From an optimization exercise on the open Yosys and OpenROAD flow, aimed at small area and a short achievable clock period; shortcuts taken in it are not production practice.
Where RTL was checked, it was by simulation tests only, not by an equivalence proof against the original.
Power and IR drop assume default switching activity.

== main ==
==> flow/design.v (excerpt) <==
module sobel_conv_top (
  input  logic        clk_main_a0,
  input  logic        rst_main_n_sync,
  input  logic        awvalid,
  input  logic [31:0] awaddr,
  output logic        awready,
  input  logic        wvalid,
  input  logic [31:0] wdata,
  output logic        wready,
  output logic        bvalid,
  output logic [1:0]  bresp,
  input  logic        bready,
  input  logic        arvalid,
  input  logic [31:0] araddr,
  output logic        arready,
  output logic        rvalid,
  output logic [31:0] rdata,
  output logic [1:0]  rresp,
  input  logic        rready,
  input  logic [15:0] vdip,
  output logic [15:0] vled
);
clock: 7.0 ns
lec_check: 0
cap_margin: 20
core_margin: 2
core_utilization: 55
place_density: 0.8
setup_slack_margin: 3.75
slew_margin: 20
synth_hierarchical: 1
standard.sh (not shown) runs the stock make flow with config.mk's settings and CLKGATE_MAP_FILE= SYNTH_SCRIPT=/design/flow/synth_recipe.tcl, a recipe that flattens the netlist after the stock synthesis.
==> flow/flow/run.sh <==
#!/bin/bash
# The standard layout (standard.sh, unchanged synthesis and steps) with two
# placement/CTS options changed:
#  - port buffers are sky130_fd_sc_hd__buf_1 instead of the default pick
#  - clock tree built from clkbuf_4/clkbuf_8 without dummy loads
set -o pipefail
export BUFFER_PORTS_ARGS="-buffer_cell sky130_fd_sc_hd__buf_1"
export CTS_ARGS="-sink_clustering_enable -repair_clock_nets -dont_use_dummy_load -buf_list {sky130_fd_sc_hd__clkbuf_4 sky130_fd_sc_hd__clkbuf_8}"
bash standard.sh > standard.log 2>&1
status=$?
cp -r orfs/logs orfs_logs 2>/dev/null
exit $status
> inputs changed (main -> the feature branch)
-- flow/design.v --
<<< main, line 168
  logic [11:0] p0, p2, n6, n8;
  logic [10:0] n1, n3, p5, p7;
  logic        mode_nz;    
  logic [15:0] scratch;
  logic [15:0] wd;
>>> the feature branch, line 168
  logic [11:0] p0, p2, n6, n8;
  logic [10:0] n1, n3, p5, p7;
  logic        mode_nz, mode_z;    
  logic [15:0] scratch;
  logic [15:0] wd;
<<< main, line 188
    if (we_scr)  scratch <= wd;
    if (we_mode) mode_nz <= rst_n & (|wdata);
    if (we_p0)   p0 <= wd[11:0];
    if (we_p1)   n1 <= wdn[10:0];
>>> the feature branch, line 188
    if (we_scr)  scratch <= wd;
    if (we_mode) mode_nz <= rst_n & (|wdata);
    if (we_mode) mode_z  <= ~(rst_n & (|wdata));
    if (we_p0)   p0 <= wd[11:0];
    if (we_p1)   n1 <= wdn[10:0];
<<< main, line 199
  logic [11:0] m, x, ny;
  logic [10:0] u, nv;
  assign m  = {12{~mode_nz}};
  assign x  = p2 ^ m;
  assign ny = n6 ^ m;
>>> the feature branch, line 200
  logic [11:0] m, x, ny;
  logic [10:0] u, nv;
  assign m  = {12{mode_z}};
  assign x  = p2 ^ m;
  assign ny = n6 ^ m;
<<< main, line 298
  logic [15:0] dip_meta, led_pre_n;    
  always_ff @(posedge clk_main_a0) begin
    dip_meta  <= vdip;
    led_pre_n <= ~(scratch & dip_meta & {16{rst_n}});
    vled      <= ~led_pre_n & {16{rst_n}};
>>> the feature branch, line 299
  logic [15:0] dip_meta, led_pre_n;    
  always_ff @(posedge clk_main_a0) begin
    dip_meta <= vdip;
    led_pre_n <= ~(scratch & dip_meta & {16{rst_n}});
    vled      <= ~led_pre_n & {16{rst_n}};
Findings:
Having completed the whole flow, the feature branch delivered a layout that passed the timing, DRC and antenna checks. Compared with main, the feature branch shows leakage dissipation higher by about 1%. On area added between synthesis and finish: the feature branch sits below main. The feature branch vs main — flip-flop and latch count climbed slightly. Worst setup slack: the feature branch and main compared, higher one is the feature branch. Non-clock buffer count: the feature branch and main compared, lower one is the feature branch. Looking at final core area utilization, the feature branch sits below main. The feature branch: transition at the pin with the smallest max-transition slack 0.082 ns above main. Post-detailed-routing wire length ends up higher on main. Combinational power share up 0.2 points in the feature branch wrt main. Any difference in proportion of register bits with asynchronous set or reset after synthesis between main and the feature branch is small enough to ignore. main → the feature branch: net switching power increased by about 2.5% relative to the old numbers; relative area of non-clock buffer cells in the final design dropped 0.46 points; multi-input logic area went down by 18 um^2; maximum achievable frequency went up 0.78%.
No functional check of the RTL was part of any run of this note.


sobel_conv_top, a different RTL version from the one above (not shown whole).
Size: about 610 cells after synthesis, about 180 I/O pins, about 8400 µm² of cells after synthesis.
export LEC_CHECK = 0
export CAP_MARGIN = 20
export CORE_MARGIN = 2
export CORE_UTILIZATION = 55
export PLACE_DENSITY = 0.8
export SETUP_SLACK_MARGIN = 3.75
export SLEW_MARGIN = 20
export SYNTH_HIERARCHICAL = 1
create_clock -name core_clock -period 7.0 [get_ports {clk_main_a0}]
Scripts as last shown in full above: flow/flow/run.sh
==> next run, changes <==
--- a/flow/design.v
+++ b/flow/design.v
@@ -293,24 +293,18 @@
     end
   end
   logic [11:0] sum_lo;
   assign sum_lo[1:0] = r_t[1:0];
   sobel_radd u_radd (.cin(r_c2), .g(r_g), .t(r_t[11:2]), .s(sum_lo[11:2]));
   assign rdata = {r_dead ? 16'hDEAD : 16'h0000, r_t[15:12], sum_lo};
   logic [15:0] dip_meta, led_pre_n;    
-  logic        rst_i;
-  logic [15:0] vled_d;
-  assign rst_i = ~rst_n;
-  for (genvar i = 0; i < 16; i++) begin : g_vled
-    sobel_nor2 u_vled_d (.a(led_pre_n[i]), .b(rst_i), .y(vled_d[i]));
-  end
   always_ff @(posedge clk_main_a0) begin
     dip_meta  <= vdip;
     led_pre_n <= ~(scratch & dip_meta & {16{rst_n}});
-    vled      <= vled_d;
+    vled      <= ~led_pre_n & {16{rst_n}};
   end
 endmodule
 module sobel_fa (
   input  logic a,
   input  logic b,
   input  logic c,
   output logic s,
Routed wire length came out lower by about 3%.
Via count came out lower by 1.0%.
Total power came out lower by 0.64%.
Sequential power stays flat.
Cell count came out lower by 0.31%.
Core utilization came out lower by 0.25 points.

what the ideal ports hide:
The flow's constraints put no driver on any port. The routed layouts listed below were extracted and timed again, unchanged, in two steps.
Step 1, drivers: a clkbuf_16 drives clk_main_a0 and a buf_2 each remaining input, both assumed.
Step 2 times the ports against the registers' clock, not the clock port: input delays grow and output delays shrink by t, the midpoint of the rising clock arrivals with the driver on.
a / b / c = ideal ports / drivers / drivers and shift; a / b = the first two.
run | shift t [ns] | slack for setup (ns) | worst setup path after step 2 | latest minus earliest clock arrival (ns) | worst slew at a driven data input, ns
main | 0.465 | 3.715 / 3.680 / 3.714 | input to register | 0.028 / 0.027 | 0.05
the feature branch | 0.502 | 3.740 / 3.701 / 3.675 | input to register | 0.034 / 0.034 | 0.06
the first run of note 2 | 0.484 | 3.786 / 3.753 / 3.714 | input to register | 0.030 / 0.031 | 0.05
the second run of note 2 | 0.502 | 3.740 / 3.701 / 3.675 | input to register | 0.034 / 0.034 | 0.06
After both steps setup and hold are still met in every run listed. The setup slack of the first run of note 2, which loses most, moves by -0.033 ns with the drivers and by -0.072 ns with both steps.
